Context: an optimization exercise on an open-source flow, tuned for a short achievable clock period and few clock cycles per item. The choices shown serve that exercise and are no tape-out recipe. Function not checked in this run: the RTL went through the layout flow alone. Power and IR drop assume default switching activity.

==> design.v <==
`timescale 1ns / 1ps
package dnd_pkg;
    localparam int STORE_DEPTH = 512;
    localparam int NAME_MAX    = 255;
    localparam int LIMIT_W     = 6;
    localparam logic [LIMIT_W-1:0] LIMIT_RESET = LIMIT_W'(16);
    localparam logic [7:0]         CHAR_DOT    = 8'h2E;
    localparam logic [1:0] ST_OK    = 2'd0;
    localparam logic [1:0] ST_PTR   = 2'd1;
    localparam logic [1:0] ST_LONG  = 2'd2;
    localparam logic [1:0] ST_RANGE = 2'd3;
    localparam int QD_W = 3;
    localparam int MD_W = 3;
    localparam logic [1:0] B_IDLE = 2'd0;
    localparam logic [1:0] B_WALK = 2'd1;
    localparam logic [1:0] B_PLO  = 2'd2;
endpackage
`timescale 1ns / 1ps
import dnd_pkg::*;
module dnd_walk (
    input  logic                 i_clk,
    input  logic                 i_rst_n,
    input  logic                 i_in_valid,
    output logic                 o_in_ready,
    input  logic                 i_in_op,
    input  logic [8:0]           i_in_address,
    input  logic [7:0]           i_in_byte,
    input  logic [LIMIT_W-1:0]   i_limit,
    input  logic [1:0][5:0]      i_head,
    input  logic [1:0]           i_meta_room,
    output logic [1:0]           o_wa_en,
    output logic [1:0][7:0]      o_wa_idx,
    output logic [1:0][7:0]      o_wa_ch,
    output logic [1:0]           o_wb_en,
    output logic [1:0][7:0]      o_wb_idx,
    output logic [1:0][7:0]      o_wb_ch,
    output logic [1:0]           o_m_push,
    output logic [1:0]           o_m_single,
    output logic [1:0][5:0]      o_m_nw,
    output logic [1:0][2:0]      o_m_lastlane,
    output logic [1:0][8:0]      o_m_cons,
    output logic [1:0][1:0]      o_m_status
);
    localparam int QD = 2 ** QD_W;
    logic       r_ready;
    logic       r_iv;
    logic       r_iop;
    logic [8:0] r_ia;
    logic [7:0] r_ib;
    logic       r_pend;      
    logic       r_dirty;     
    logic       r_tog;       
    logic [8:0]      q_mem [2][QD];
    logic [QD_W:0]   r_qcnt [2];
    logic [QD_W-1:0] r_qwp [2];
    logic [QD_W-1:0] r_qrp [2];
    logic [QD_W:0]   qcnt_next [2];
    logic in_fire;
    logic i_load, i_dec, i_stuck, i_push;
    logic [1:0] q_pop;
    logic [1:0] active_next;
    logic q_full, q_full_next;
    logic pend_next, dirty_next, iv_next, iop_next, stuck_next;
    assign o_in_ready = r_ready;
    assign in_fire    = i_in_valid && r_ready;
    assign q_full  = r_qcnt[0][QD_W] || r_qcnt[1][QD_W];
    assign i_load  = r_iv && !r_iop;
    assign i_stuck = r_iop && ((r_pend && r_dirty) || q_full);
    assign i_dec   = r_iv && r_iop;
    assign i_push  = i_dec && !i_stuck;
    for (genvar w = 0; w < 2; w++) begin : g_q
        assign qcnt_next[w] = r_qcnt[w] + (QD_W+1)'(i_push && r_tog == 1'(w)) - (QD_W+1)'(q_pop[w]);
        always_ff @(posedge i_clk) begin
            if (!i_rst_n) begin
                r_qcnt[w] <= '0;
                r_qwp[w]  <= '0;
                r_qrp[w]  <= '0;
            end else begin
                r_qcnt[w] <= qcnt_next[w];
                if (i_push && r_tog == 1'(w)) r_qwp[w] <= r_qwp[w] + 1'b1;
                if (q_pop[w]) r_qrp[w] <= r_qrp[w] + 1'b1;
            end
            if (i_push && r_tog == 1'(w)) q_mem[w][r_qwp[w]] <= r_ia;
        end
    end
    assign q_full_next = qcnt_next[0][QD_W] || qcnt_next[1][QD_W];
    assign dirty_next  = i_load || (r_pend && r_dirty);
    assign pend_next   = qcnt_next[0] != '0 || qcnt_next[1] != '0 || active_next != 2'b00;
    assign iv_next     = in_fire || (r_iv && i_stuck);
    assign iop_next    = in_fire ? i_in_op : r_iop;
    assign stuck_next  = (pend_next && dirty_next) || q_full_next;
    always_ff @(posedge i_clk) begin
        if (!i_rst_n) begin
            r_ready <= 1'b1;
            r_iv    <= 1'b0;
            r_pend  <= 1'b0;
            r_dirty <= 1'b1;
            r_tog   <= 1'b0;
        end else begin
            r_ready <= !(iv_next && iop_next && stuck_next);
            r_iv    <= iv_next;
            r_pend  <= pend_next;
            r_dirty <= dirty_next;
            if (i_push) r_tog <= !r_tog;
        end
        if (in_fire) begin
            r_iop <= i_in_op;
            r_ia  <= i_in_address;
            r_ib  <= i_in_byte;
        end
    end
    logic [STORE_DEPTH*8-1:0] m_st;
    logic [STORE_DEPTH*8-1:0] s_st;
    for (genvar k = 0; k < STORE_DEPTH; k++) begin : g_store
        always_ff @(posedge i_clk) begin
            if (i_load && r_ia == 9'(k)) m_st[k*8 +: 8] <= r_ib;
            if (!r_pend) s_st[k*8 +: 8] <= m_st[k*8 +: 8];
        end
    end
    for (genvar w = 0; w < 2; w++) begin : g_w
        dnd_walker u_walker (
            .i_clk         (i_clk),
            .i_rst_n       (i_rst_n),
            .i_store       (s_st),
            .i_limit       (i_limit),
            .i_q_valid     (r_qcnt[w] != '0),
            .i_q_addr      (q_mem[w][r_qrp[w]]),
            .o_q_pop       (q_pop[w]),
            .o_active_next (active_next[w]),
            .i_head        (i_head[w]),
            .i_meta_room   (i_meta_room[w]),
            .o_wa_en       (o_wa_en[w]),
            .o_wa_idx      (o_wa_idx[w]),
            .o_wa_ch       (o_wa_ch[w]),
            .o_wb_en       (o_wb_en[w]),
            .o_wb_idx      (o_wb_idx[w]),
            .o_wb_ch       (o_wb_ch[w]),
            .o_m_push      (o_m_push[w]),
            .o_m_single    (o_m_single[w]),
            .o_m_nw        (o_m_nw[w]),
            .o_m_lastlane  (o_m_lastlane[w]),
            .o_m_cons      (o_m_cons[w]),
            .o_m_status    (o_m_status[w])
        );
    end
endmodule
module dnd_walker (
    input  logic                       i_clk,
    input  logic                       i_rst_n,
    input  logic [STORE_DEPTH*8-1:0]   i_store,
    input  logic [LIMIT_W-1:0]         i_limit,
    input  logic                       i_q_valid,
    input  logic [8:0]                 i_q_addr,
    output logic                       o_q_pop,
    output logic                       o_active_next,
    input  logic [5:0]                 i_head,
    input  logic                       i_meta_room,
    output logic                       o_wa_en,
    output logic [7:0]                 o_wa_idx,
    output logic [7:0]                 o_wa_ch,
    output logic                       o_wb_en,
    output logic [7:0]                 o_wb_idx,
    output logic [7:0]                 o_wb_ch,
    output logic                       o_m_push,
    output logic                       o_m_single,
    output logic [5:0]                 o_m_nw,
    output logic [2:0]                 o_m_lastlane,
    output logic [8:0]                 o_m_cons,
    output logic [1:0]                 o_m_status
);
    logic [8:0] r_ra, r_ra1;
    logic       r_ra_oor, r_ra1_oor;
    logic       r_ra_v;
    logic [7:0] r_rd0, r_rd1;
    logic [8:0] r_rd_pos, r_rd_pos1;
    logic       r_rd_oor0, r_rd_oor1;
    logic       r_rd_v;
    logic [1:0]         r_st, n_st;
    logic [7:0]         r_rem, n_rem;
    logic [7:0]         r_len, n_len;
    logic [LIMIT_W-1:0] r_ptrs, n_ptrs;
    logic               r_jumped, n_jumped;
    logic [8:0]         r_cons, n_cons;
    logic [8:0]         r_start, n_start;
    logic [5:0]         r_hi, n_hi;
    logic [5:0]         r_wbase;
    logic       adv;
    logic       start_new;
    logic       redirect;
    logic [8:0] red_addr;
    logic       red_oor;
    logic       fin;
    logic [1:0] fin_st;
    logic [8:0] fin_cons;
    logic       app0, app1;
    logic [7:0] ch0, ch1;
    logic [7:0] len0;
    logic [7:0] len_fin;
    logic [5:0] cw;
    logic [5:0] used;
    logic       empty_res;
    logic [8:0] pos_d;
    logic [8:0] red_addr1;
    logic [7:0] cbase;
    assign cw   = r_wbase + {1'b0, r_len[7:3]};
    assign used = cw - i_head;
    assign adv  = i_meta_room && !(r_len[2:0] == 3'd0 && used[5])
                              && !(r_len[2:0] == 3'd7 && r_len != 8'd255 && used >= 6'd31);
    assign pos_d = r_rd_pos - r_start;
    always_comb begin
        n_st     = r_st;
        n_rem    = r_rem;
        n_ptrs   = r_ptrs;
        n_jumped = r_jumped;
        n_cons   = r_cons;
        n_start  = r_start;
        n_hi     = r_hi;
        start_new = 1'b0;
        redirect  = 1'b0;
        red_addr  = {r_hi[0], r_rd0};
        red_oor   = r_hi[5:1] != 5'd0;
        fin       = 1'b0;
        fin_st    = ST_OK;
        fin_cons  = 9'd0;
        app0      = 1'b0;
        app1      = 1'b0;
        ch0       = r_rd0;
        ch1       = r_rd1;
        len0      = r_len;
        unique case (r_st)
            B_IDLE: begin
                start_new = i_q_valid;
            end
            B_PLO: begin
                if (r_rd_v) begin
                    redirect = 1'b1;
                    n_st     = B_WALK;
                end
            end
            B_WALK: begin
                if (r_rd_v) begin
                    if (r_rd_oor0) begin
                        fin    = 1'b1;
                        fin_st = ST_RANGE;
                    end else if (n_rem != 8'd0) begin
                        if (r_len == 8'd255) begin
                            fin    = 1'b1;
                            fin_st = ST_LONG;
                        end else begin
                            app0  = 1'b1;
                            n_rem = n_rem - 8'd1;
                        end
                    end else if (r_rd0 == 8'd0) begin
                        fin      = 1'b1;
                        fin_st   = ST_OK;
                        fin_cons = r_jumped ? r_cons : pos_d + 9'd1;
                    end else if (r_rd0[7:6] == 2'b11) begin
                        if (r_rd_pos == 9'd511) begin
                            fin    = 1'b1;
                            fin_st = ST_RANGE;
                        end else if (r_ptrs >= i_limit) begin
                            fin    = 1'b1;
                            fin_st = ST_PTR;
                        end else begin
                            n_ptrs = r_ptrs + 1'b1;
                            if (!r_jumped) begin
                                n_cons   = pos_d + 9'd2;
                                n_jumped = 1'b1;
                            end
                            redirect = 1'b1;
                            red_addr = {r_rd0[0], r_rd1};
                            red_oor  = r_rd0[5:1] != 5'd0;
                        end
                    end else if (r_len == 8'd255) begin
                        fin    = 1'b1;
                        fin_st = ST_LONG;
                    end else begin
                        app0  = r_len != 8'd0;
                        ch0   = CHAR_DOT;
                        n_rem = r_rd0;
                    end
                    len0 = r_len + 8'(app0);
                    if (!fin && !redirect) begin
                        if (r_rd_oor1) begin
                            fin    = 1'b1;
                            fin_st = ST_RANGE;
                        end else if (n_rem != 8'd0) begin
                            if (len0 == 8'd255) begin
                                fin    = 1'b1;
                                fin_st = ST_LONG;
                            end else begin
                                app1  = 1'b1;
                                n_rem = n_rem - 8'd1;
                            end
                        end else if (r_rd1 == 8'd0) begin
                            fin      = 1'b1;
                            fin_st   = ST_OK;
                            fin_cons = r_jumped ? r_cons : pos_d + 9'd2;
                        end else if (r_rd1[7:6] == 2'b11) begin
                            if (r_rd_pos1 == 9'd511) begin
                                fin    = 1'b1;
                                fin_st = ST_RANGE;
                            end else if (r_ptrs >= i_limit) begin
                                fin    = 1'b1;
                                fin_st = ST_PTR;
                            end else begin
                                n_ptrs = r_ptrs + 1'b1;
                                if (!r_jumped) begin
                                    n_cons   = pos_d + 9'd3;
                                    n_jumped = 1'b1;
                                end
                                n_hi = r_rd1[5:0];
                                n_st = B_PLO;
                            end
                        end else if (len0 == 8'd255) begin
                            fin    = 1'b1;
                            fin_st = ST_LONG;
                        end else begin
                            app1  = len0 != 8'd0;
                            ch1   = CHAR_DOT;
                            n_rem = r_rd1;
                        end
                    end
                end
            end
            default: n_st = B_IDLE;
        endcase
        len_fin = r_len + 8'(app0) + 8'(app1);
        n_len   = len_fin;
        if (fin) begin
            n_st      = B_IDLE;
            start_new = i_q_valid;
        end
        if (start_new) begin
            n_st     = B_WALK;
            n_rem    = 8'd0;
            n_len    = 8'd0;
            n_ptrs   = '0;
            n_jumped = 1'b0;
            n_cons   = 9'd0;
            n_start  = i_q_addr;
            redirect = 1'b1;
            red_addr = i_q_addr;
            red_oor  = 1'b0;
        end
    end
    assign o_q_pop       = adv && start_new;
    assign o_active_next = adv ? n_st != B_IDLE : r_st != B_IDLE;
    assign empty_res     = fin_st != ST_OK || len_fin == 8'd0;
    assign red_addr1     = red_addr + 9'd1;
    assign cbase         = {r_wbase[4:0], 3'b000} + r_len;
    always_ff @(posedge i_clk) begin
        if (!i_rst_n) begin
            r_st     <= B_IDLE;
            r_ra_v   <= 1'b0;
            r_rd_v   <= 1'b0;
            r_wbase  <= '0;
            o_wa_en  <= 1'b0;
            o_wb_en  <= 1'b0;
            o_m_push <= 1'b0;
        end else begin
            o_wa_en  <= adv && (app0 || app1);
            o_wb_en  <= adv && app0 && app1;
            o_m_push <= adv && fin;
            if (adv) begin
                r_st <= n_st;
                if (redirect) begin
                    r_ra_v <= 1'b1;
                    r_rd_v <= 1'b0;
                end else if (fin) begin
                    r_ra_v <= 1'b0;
                    r_rd_v <= 1'b0;
                end else begin
                    r_rd_v <= r_ra_v;
                end
                if (fin && !empty_res) begin
                    r_wbase <= r_wbase + 6'(len_fin[7:3]) + 6'(len_fin[2:0] != 3'd0);
                end
            end
        end
        if (adv) begin
            r_rem    <= n_rem;
            r_len    <= n_len;
            r_ptrs   <= n_ptrs;
            r_jumped <= n_jumped;
            r_cons   <= n_cons;
            r_start  <= n_start;
            r_hi     <= n_hi;
            if (redirect) begin
                r_ra      <= red_addr;
                r_ra_oor  <= red_oor;
                r_ra1     <= red_addr1;
                r_ra1_oor <= red_oor || red_addr == 9'd511;
            end else begin
                r_ra      <= r_ra + 9'd2;
                r_ra_oor  <= r_ra_oor || r_ra >= 9'd510;
                r_ra1     <= r_ra1 + 9'd2;
                r_ra1_oor <= r_ra1_oor || r_ra1 >= 9'd510;
            end
            r_rd0     <= i_store[r_ra*8 +: 8];
            r_rd1     <= i_store[r_ra1*8 +: 8];
            r_rd_pos  <= r_ra;
            r_rd_pos1 <= r_ra1;
            r_rd_oor0 <= r_ra_oor;
            r_rd_oor1 <= r_ra1_oor;
            o_wa_idx <= cbase;
            o_wa_ch  <= app0 ? ch0 : ch1;
            o_wb_idx <= cbase + 8'd1;
            o_wb_ch  <= ch1;
            o_m_single   <= empty_res;
            o_m_nw       <= 6'(len_fin[7:3]) + 6'(len_fin[2:0] != 3'd0);
            o_m_lastlane <= len_fin[2:0];
            o_m_cons     <= fin_cons;
            o_m_status   <= fin_st;
        end
    end
endmodule
`timescale 1ns / 1ps
import dnd_pkg::*;
module dnd_nbuf (
    input  logic        i_clk,
    input  logic        i_rst_n,
    input  logic        i_wa_en,
    input  logic [7:0]  i_wa_idx,
    input  logic [7:0]  i_wa_ch,
    input  logic        i_wb_en,
    input  logic [7:0]  i_wb_idx,
    input  logic [7:0]  i_wb_ch,
    input  logic        i_m_push,
    input  logic        i_m_single,
    input  logic [5:0]  i_m_nw,
    input  logic [2:0]  i_m_lastlane,
    input  logic [8:0]  i_m_cons,
    input  logic [1:0]  i_m_status,
    output logic [5:0]  o_head,
    output logic        o_meta_room,
    output logic        o_have,
    output logic        o_single,
    output logic        o_is_last,
    output logic [2:0]  o_lastlane,
    output logic [8:0]  o_cons,
    output logic [1:0]  o_status,
    output logic [63:0] o_word,
    input  logic        i_take
);
    localparam int MD = 2 ** MD_W;
    logic [2047:0] nb;
    for (genvar c = 0; c < 256; c++) begin : g_char
        always_ff @(posedge i_clk) begin
            if (i_wa_en && i_wa_idx == 8'(c)) begin
                nb[c*8 +: 8] <= i_wa_ch;
            end else if (i_wb_en && i_wb_idx == 8'(c)) begin
                nb[c*8 +: 8] <= i_wb_ch;
            end
        end
    end
    logic            mf_single [MD];
    logic [4:0]      mf_nwm1   [MD];
    logic [2:0]      mf_ll     [MD];
    logic [8:0]      mf_cons   [MD];
    logic [1:0]      mf_st     [MD];
    logic [MD_W:0]   r_mcnt;
    logic [MD_W-1:0] r_mwp, r_mrp;
    logic [5:0]      r_head;
    logic [4:0]      r_widx;
    logic            pop;
    assign o_have      = r_mcnt != '0;
    assign o_single    = mf_single[r_mrp];
    assign o_is_last   = mf_single[r_mrp] || r_widx == mf_nwm1[r_mrp];
    assign o_lastlane  = mf_ll[r_mrp];
    assign o_cons      = mf_cons[r_mrp];
    assign o_status    = mf_st[r_mrp];
    assign o_word      = nb[r_head[4:0]*64 +: 64];
    assign pop         = i_take && o_is_last;
    assign o_head      = r_head;
    assign o_meta_room = (r_mcnt + (MD_W+1)'(i_m_push)) <= (MD_W+1)'(MD - 2);
    always_ff @(posedge i_clk) begin
        if (i_m_push) begin
            mf_single[r_mwp] <= i_m_single;
            mf_nwm1[r_mwp]   <= 5'(i_m_nw - 6'd1);
            mf_ll[r_mwp]     <= i_m_lastlane;
            mf_cons[r_mwp]   <= i_m_cons;
            mf_st[r_mwp]     <= i_m_status;
        end
    end
    always_ff @(posedge i_clk) begin
        if (!i_rst_n) begin
            r_mcnt <= '0;
            r_mwp  <= '0;
            r_mrp  <= '0;
            r_head <= '0;
            r_widx <= '0;
        end else begin
            r_mcnt <= r_mcnt + (MD_W+1)'(i_m_push) - (MD_W+1)'(pop);
            if (i_m_push) r_mwp <= r_mwp + 1'b1;
            if (pop)      r_mrp <= r_mrp + 1'b1;
            if (i_take) begin
                if (!o_single) r_head <= r_head + 1'b1;
                r_widx <= o_is_last ? 5'd0 : r_widx + 1'b1;
            end
        end
    end
endmodule
module dnd_emit (
    input  logic             i_clk,
    input  logic             i_rst_n,
    input  logic [1:0]       i_wa_en,
    input  logic [1:0][7:0]  i_wa_idx,
    input  logic [1:0][7:0]  i_wa_ch,
    input  logic [1:0]       i_wb_en,
    input  logic [1:0][7:0]  i_wb_idx,
    input  logic [1:0][7:0]  i_wb_ch,
    input  logic [1:0]       i_m_push,
    input  logic [1:0]       i_m_single,
    input  logic [1:0][5:0]  i_m_nw,
    input  logic [1:0][2:0]  i_m_lastlane,
    input  logic [1:0][8:0]  i_m_cons,
    input  logic [1:0][1:0]  i_m_status,
    output logic [1:0][5:0]  o_head,
    output logic [1:0]       o_meta_room,
    input  logic             i_out_ready,
    output logic             o_out_valid,
    output logic [63:0]      o_name_chars,
    output logic [3:0]       o_char_count,
    output logic             o_last,
    output logic [8:0]       o_consumed,
    output logic [1:0]       o_status
);
    logic [1:0]       have, single, is_last;
    logic [1:0][2:0]  lastlane;
    logic [1:0][8:0]  cons;
    logic [1:0][1:0]  status;
    logic [1:0][63:0] word;
    logic [1:0]       btake;
    logic        r_cur;       
    logic        take;
    logic        c_have, c_single, c_last;
    logic [2:0]  c_ll;
    logic [63:0] lane_mask;
    for (genvar w = 0; w < 2; w++) begin : g_b
        dnd_nbuf u_nbuf (
            .i_clk        (i_clk),
            .i_rst_n      (i_rst_n),
            .i_wa_en      (i_wa_en[w]),
            .i_wa_idx     (i_wa_idx[w]),
            .i_wa_ch      (i_wa_ch[w]),
            .i_wb_en      (i_wb_en[w]),
            .i_wb_idx     (i_wb_idx[w]),
            .i_wb_ch      (i_wb_ch[w]),
            .i_m_push     (i_m_push[w]),
            .i_m_single   (i_m_single[w]),
            .i_m_nw       (i_m_nw[w]),
            .i_m_lastlane (i_m_lastlane[w]),
            .i_m_cons     (i_m_cons[w]),
            .i_m_status   (i_m_status[w]),
            .o_head       (o_head[w]),
            .o_meta_room  (o_meta_room[w]),
            .o_have       (have[w]),
            .o_single     (single[w]),
            .o_is_last    (is_last[w]),
            .o_lastlane   (lastlane[w]),
            .o_cons       (cons[w]),
            .o_status     (status[w]),
            .o_word       (word[w]),
            .i_take       (btake[w])
        );
        assign btake[w] = take && c_have && r_cur == 1'(w);
    end
    assign take     = !o_out_valid || i_out_ready;
    assign c_have   = have[r_cur];
    assign c_single = single[r_cur];
    assign c_last   = is_last[r_cur];
    assign c_ll     = lastlane[r_cur];
    always_comb begin
        for (int l = 0; l < 8; l++) begin
            lane_mask[l*8 +: 8] = (!c_last || c_ll == 3'd0 || 3'(l) < c_ll) ? 8'hFF : 8'h00;
        end
    end
    always_ff @(posedge i_clk) begin
        if (!i_rst_n) begin
            r_cur       <= 1'b0;
            o_out_valid <= 1'b0;
        end else if (take) begin
            o_out_valid <= c_have;
            if (c_have && c_last) r_cur <= !r_cur;
        end
        if (take && c_have) begin
            o_name_chars <= c_single ? 64'd0 : word[r_cur] & lane_mask;
            o_char_count <= c_single ? 4'd0 : (c_last && c_ll != 3'd0) ? {1'b0, c_ll} : 4'd8;
            o_last       <= c_last;
            o_consumed   <= c_last ? cons[r_cur] : 9'd0;
            o_status     <= c_last ? status[r_cur] : ST_OK;
        end
    end
endmodule
`timescale 1ns / 1ps
import dnd_pkg::*;
module dns_name_decompressor (
    input  logic                        i_clk,
    input  logic                        i_rst_n,
    input  logic                        i_in_valid,
    output logic                        o_in_ready,
    input  logic                        i_in_op,
    input  logic [8:0]                  i_in_address,
    input  logic [7:0]                  i_in_byte,
    output logic                        o_out_valid,
    input  logic                        i_out_ready,
    output logic [63:0]                 o_name_chars,
    output logic [3:0]                  o_char_count,
    output logic                        o_last,
    output logic [8:0]                  o_consumed,
    output logic [1:0]                  o_status,
    input  logic                        i_cfg_we,
    input  logic [5:0]                  i_cfg_data
);
    logic [LIMIT_W-1:0] r_limit;
    logic [1:0]      wa_en, wb_en;
    logic [1:0][7:0] wa_idx, wb_idx;
    logic [1:0][7:0] wa_ch, wb_ch;
    logic [1:0]      m_push;
    logic [1:0]      m_single;
    logic [1:0][5:0] m_nw;
    logic [1:0][2:0] m_lastlane;
    logic [1:0][8:0] m_cons;
    logic [1:0][1:0] m_status;
    logic [1:0][5:0] head;
    logic [1:0]      meta_room;
    always_ff @(posedge i_clk) begin
        if (!i_rst_n) begin
            r_limit <= LIMIT_RESET;
        end else if (i_cfg_we) begin
            r_limit <= i_cfg_data;
        end
    end
    dnd_walk u_walk (
        .i_clk        (i_clk),
        .i_rst_n      (i_rst_n),
        .i_in_valid   (i_in_valid),
        .o_in_ready   (o_in_ready),
        .i_in_op      (i_in_op),
        .i_in_address (i_in_address),
        .i_in_byte    (i_in_byte),
        .i_limit      (r_limit),
        .i_head       (head),
        .i_meta_room  (meta_room),
        .o_wa_en      (wa_en),
        .o_wa_idx     (wa_idx),
        .o_wa_ch      (wa_ch),
        .o_wb_en      (wb_en),
        .o_wb_idx     (wb_idx),
        .o_wb_ch      (wb_ch),
        .o_m_push     (m_push),
        .o_m_single   (m_single),
        .o_m_nw       (m_nw),
        .o_m_lastlane (m_lastlane),
        .o_m_cons     (m_cons),
        .o_m_status   (m_status)
    );
    dnd_emit u_emit (
        .i_clk        (i_clk),
        .i_rst_n      (i_rst_n),
        .i_wa_en      (wa_en),
        .i_wa_idx     (wa_idx),
        .i_wa_ch      (wa_ch),
        .i_wb_en      (wb_en),
        .i_wb_idx     (wb_idx),
        .i_wb_ch      (wb_ch),
        .i_m_push     (m_push),
        .i_m_single   (m_single),
        .i_m_nw       (m_nw),
        .i_m_lastlane (m_lastlane),
        .i_m_cons     (m_cons),
        .i_m_status   (m_status),
        .o_head       (head),
        .o_meta_room  (meta_room),
        .i_out_ready  (i_out_ready),
        .o_out_valid  (o_out_valid),
        .o_name_chars (o_name_chars),
        .o_char_count (o_char_count),
        .o_last       (o_last),
        .o_consumed   (o_consumed),
        .o_status     (o_status)
    );
endmodule
==> run.sh <==
#!/bin/bash
# synth_recipe.tcl (not shown) runs the flow's synth.tcl, then flattens the netlist and writes it again
# the make line also repeats each setting of config.mk as NAME=value (left out here)
make -C /OpenROAD-flow-scripts/flow DESIGN_CONFIG=/design/flow/config.mk WORK_HOME=/design/flow/orfs CLKGATE_MAP_FILE= SYNTH_SCRIPT=/design/flow/synth_recipe.tcl finish
==> config.mk <==
export PLATFORM = sky130hd
export DESIGN_NAME = dns_name_decompressor
export DESIGN_NICKNAME = dns_name_decompressor
export VERILOG_FILES = /design/flow/design.v
export SDC_FILE = /design/flow/constraint.sdc
export NUM_CORES = 4
export LEC_CHECK = 0
export CAP_MARGIN = 20
export CORE_MARGIN = 2
export CORE_UTILIZATION = 40
export GPL_ROUTABILITY_DRIVEN = 1
export PLACE_DENSITY = 0.55
export SETUP_SLACK_MARGIN = 4.0
export SLEW_MARGIN = 20
==> constraint.sdc <==
create_clock -name core_clock -period 8.0 [get_ports {i_clk}]
set_input_delay 1.6000 -clock core_clock [delete_from_list [all_inputs] [get_ports {i_clk}]]
set_output_delay 1.6000 -clock core_clock [all_outputs]
set_load 0.01 [all_outputs]
==> results.ini <==
[setup_path]
r2r-start = u_walk.g_w[1].u_walker.r_len[6]
cp_top_family = simple AND/OR/NAND/NOR gates
critPathKind = flop to flop
worstRegToRegCells = 25
end_kind = flop
critPathMaxFanout = 4
cp.arrival_ns = 7.04
r2r_end = u_walk.r_ready
crit_top_cell = ha_4
cp_num_buf_inv = 5
crit_path_max_incr_delay_ns = 0.62
r2r_setup_slack_ns = 2.14
critPathSlowestCell = or4_4
cp-start-kind = flop
required_ns = 9.19

[die]
ioPinCount = 111
die_area_sq_um = 1600000
die_h_um = 1260
die_w_um = 1260
core_sq_um = 1580000
num_rows = 462
start_util_pct = 40.1

[logic_synthesis]
syn_area_sq_um = 634000
synth_nets = 32000
syn_inst = 31800
yosys_warnings = 13
avgSynthCellArea_sq_um = 19.9
synth_seq_cells = 13300
synthFlopType = edfxtp_1
synth_cell_types = 91
async_flop_share_pct = 0
seq_area_frac_synth_pct = 62.7
synth-edff-count = 13200

[sta]
fmax_mhz = 171
fin_crit_sh_pct = 73.2
fin_worst_skew_ns = 0.134
max_slew_margin_pct = 11.0
fin_crit_ns = 5.86
drv_slew = 0
fin_ws_ns = 2.14
rsz0062_at_grt = true
worst_pin_slew_ns = 1.33
setup_viol = 0
finalHoldViolations = 0
finalSetupTns_ns = 0

[routing]
vias = 358000
drt_iter0_drc = 50000
firstDrtPassIters = 6
drc = 0
routed-wl-met2_um = 1050000
viasPerCell = 6.50
wl_met1_um = 860000
ant_nets = 0
highest_layer = met5
wl_met3_um = 218000
routedWlPerCell_um = 41.2
routed_wl_um = 2270000

[power]
report.power.total_mw = 289
switching_share_pct = 38.0
ir_drop_mv = 0.536
power.internal_mw = 179
p_clk_share_pct = 23.6
leakagePower_nw = 229
power_frac_seq_pct = 29.9
comb_power_share_pct = 46.5
p_sw_mw = 110
p_per_area_nw_per_um2 = 394

[grt]
antenna_found_initial = 231
grt_pass1_wl_um = 3060000
grt-ovfl-total = 0
track_usage_pct = 27.6
grt_max_degree = 192
grt_pass1_vias = 351000

[cts]
clkLatencyLatePin_ns = 1.37
cts.sinks = 13300
cts_root_buffer = clkbuf_16
numCtsBuffers = 1507
ctsLongestPathBuffers = 6
clk_pin_slew_ns = 0.06
cts.htree.levels = 7
tritoncts = yes

[final_layout]
final_layout_size_suffix_gt1_share_pct = 48.0
utilization_pct = 46.4
area_delta_synth_final_pct = 15.6
nNetsFinal = 32900

[hold_path]
min-delay-start = u_walk.m_st[3886]
min_to = u_walk.s_st[3886]
min-delay-path-class = flop to flop
whs_path_depth = 0

[placed_design]
port_buffers = 110
gp_congestion = 0.875
dp_hpwl_um = 1380000
place_ws_ns = 1.00

[run_status]
status = timing/DRC/antenna clean

[flow_run]
cap_violations = 0

-- power groups by stage --
stage | combinational, mW | sequential (mW) | clock (mW)
2_1_floorplan | 67.7 | 90.2 | 0
3_3_place_gp | 117 | 88.0 | 0
3_5_place_dp | 118 | 88.0 | 0
4_1_cts | 129 | 86.3 | 69.0
5_1_grt | 137 | 86.6 | 71.5
6_report | 134 | 86.5 | 68.1
-- timing repair --
item                       4_1_cts  5_1_grt
gates cloned                   178       50
resized for setup             1449      407
pin swaps                      154      128
hold buffers                     0        0
setup endpoints to repair     2676      918
setup buffers                  362      245
-- synth_stat cells (94+ instances only) --
cell type	count	share of area, %
dfxtp_1	111	0.35
o22ai_1	332	0.33
ha_1	135	0.27
a21oi_1	202	0.16
clkbuf_1	2162	1.3
mux2i_1	277	0.44
o21ai_0	356	0.28
nor2b_1	130	0.13
mux2_2	4231	7.5
mux4_2	6696	24
edfxtp_1	13200	62
nand3_1	217	0.17
xnor2_1	110	0.15
nand2_1	593	0.35
nor2_1	1137	0.67
buf_2	107	0.084
buf_1	631	0.37
a211oi_1	174	0.21
xor2_1	94	0.13
inv_1	178	0.11
-- state kept, by name, summed over array words and instances (netlist names), 18 cells and up, named ones only --
name,flops
u_emit.g_b.u_nbuf.nb,4096
u_walk.m_st,4096
u_walk.s_st,4096
u_emit.g_b.u_nbuf.mf_cons,144
u_walk.q_mem,144
u_emit.g_b.u_nbuf.mf_nwm1,80
u_emit.o_name_chars,64
u_emit.g_b.u_nbuf.mf_ll,48
u_emit.g_b.u_nbuf.mf_st,32
u_walk.g_w.u_walker.o_m_cons,18
u_walk.g_w.u_walker.r_cons,18
u_walk.g_w.u_walker.r_ra1,18
u_walk.g_w.u_walker.r_ra,18
u_walk.g_w.u_walker.r_rd_pos1,18
u_walk.g_w.u_walker.r_rd_pos,18
u_walk.g_w.u_walker.r_start,18
-- worst max-delay path by stage --
stage,start,endpoint,depth (start not counted)
floorplan,u_walk.r_pend,u_walk.s_st[0],1
global placement,u_walk.g_w[1].u_walker.r_rem[0],u_walk.g_w[1].u_walker.r_wbase[4],33
detailed placement,u_walk.g_w[1].u_walker.r_rem[0],u_walk.g_w[1].u_walker.r_wbase[4],33
CTS,u_walk.g_w[1].u_walker.r_rem[1],u_walk.g_w[1].u_walker.r_wbase[4],34
global route,u_walk.g_w[1].u_walker.r_rem[0],u_walk.g_w[1].u_walker.r_wbase[4],33
finish,u_walk.g_w[1].u_walker.r_len[6],u_walk.r_ready,25
-- placed cells by master, fill, tap and decap left out, drive strengths merged, types with 111 or more instances in the layout --
cell type | netlist | routed
nand3 | 217 | 217
o21ai | 361 | 361
inv | 178 | 202
dfxtp | 111 | 111
a21oi | 203 | 203
mux2 | 4231 | 4231
diode | 0 | 117
edfxtp | 13200 | 13200
o22ai | 332 | 332
mux2i | 277 | 277
clkinv | 3 | 615
nand2 | 593 | 596
clkbuf | 2162 | 1855
mux4 | 6696 | 6696
ha | 135 | 135
buf | 739 | 2064
a211oi | 174 | 174
bufinv | 0 | 146
nor2b | 130 | 130
nor2 | 1138 | 1138
-- per-stage QoR --
step                      hold WS, ns  instance area [sq um]  instances
after floorplan                 0.400                 634000      31800
after global placement          0.400                 665000      51400
after detailed placement        0.405                 666000      51400
after CTS                       0.283                 728000      54600
after global routing            0.311                 733000      55000
final                           0.285                 733000      55100
-- layout make-up --
cell class,count,area [sq um]
Inverter,181,732
Fill cell,132000,848000
Antenna cell,117,293
Multi-Input combinational cell,15400,231000
Clock inverter,850,8020
Timing Repair Buffer,2282,29900
Clock buffer,1797,39200
Tap cell,21100,26400
Sequential cell,13300,397000
Timing Repair inverter,1,7.51
-- cells by family after synthesis --
group                    share of synthesized area [%]
adder cells (fa/ha/maj)                          0.336
AND/OR/NAND/NOR                                   1.75
buffers and inverters                             1.85
flip-flops                                        62.7
XOR/XNOR                                         0.285
multiplexers                                      31.7
AO/OA/AOI/OAI                                     1.38
-- per-layer routing --
layer | global-route usage, % | up-vias
met5 | 0.0384 | -
met4 | 14.0 | 106
met3 | 6.04 | 4413
met2 | 43.1 | 20900
met1 | 36.7 | 195000
li1 | - | 138000

-- re-timing with driven ports --
No port has a modelled driver above. Below, the same layout with a new extraction and two added sets of constraints.
Step 1: set_driving_cell puts a clkbuf_16 on i_clk and a buf_2 on each other input, an assumption about the parent block.
Step 2, shift: input delay + t, output delay - t, t = (earliest + latest rising clock arrival at the registers) / 2. This alone moves slack from input paths to output paths.
a / b / c = no drivers / after step 1 / after step 2; a / b = the first two.
t, ns: 1.490
setup WS [ns]: 2.145 / 2.145 / 2.145
hold WS [ns]: 0.285 / 0.285 / 0.285
cell pins on the clock port's net: 1
After both steps setup and hold are still met in this run. The setup slack of this run moves by 0.000 ns with the drivers and by 0.000 ns with both steps.
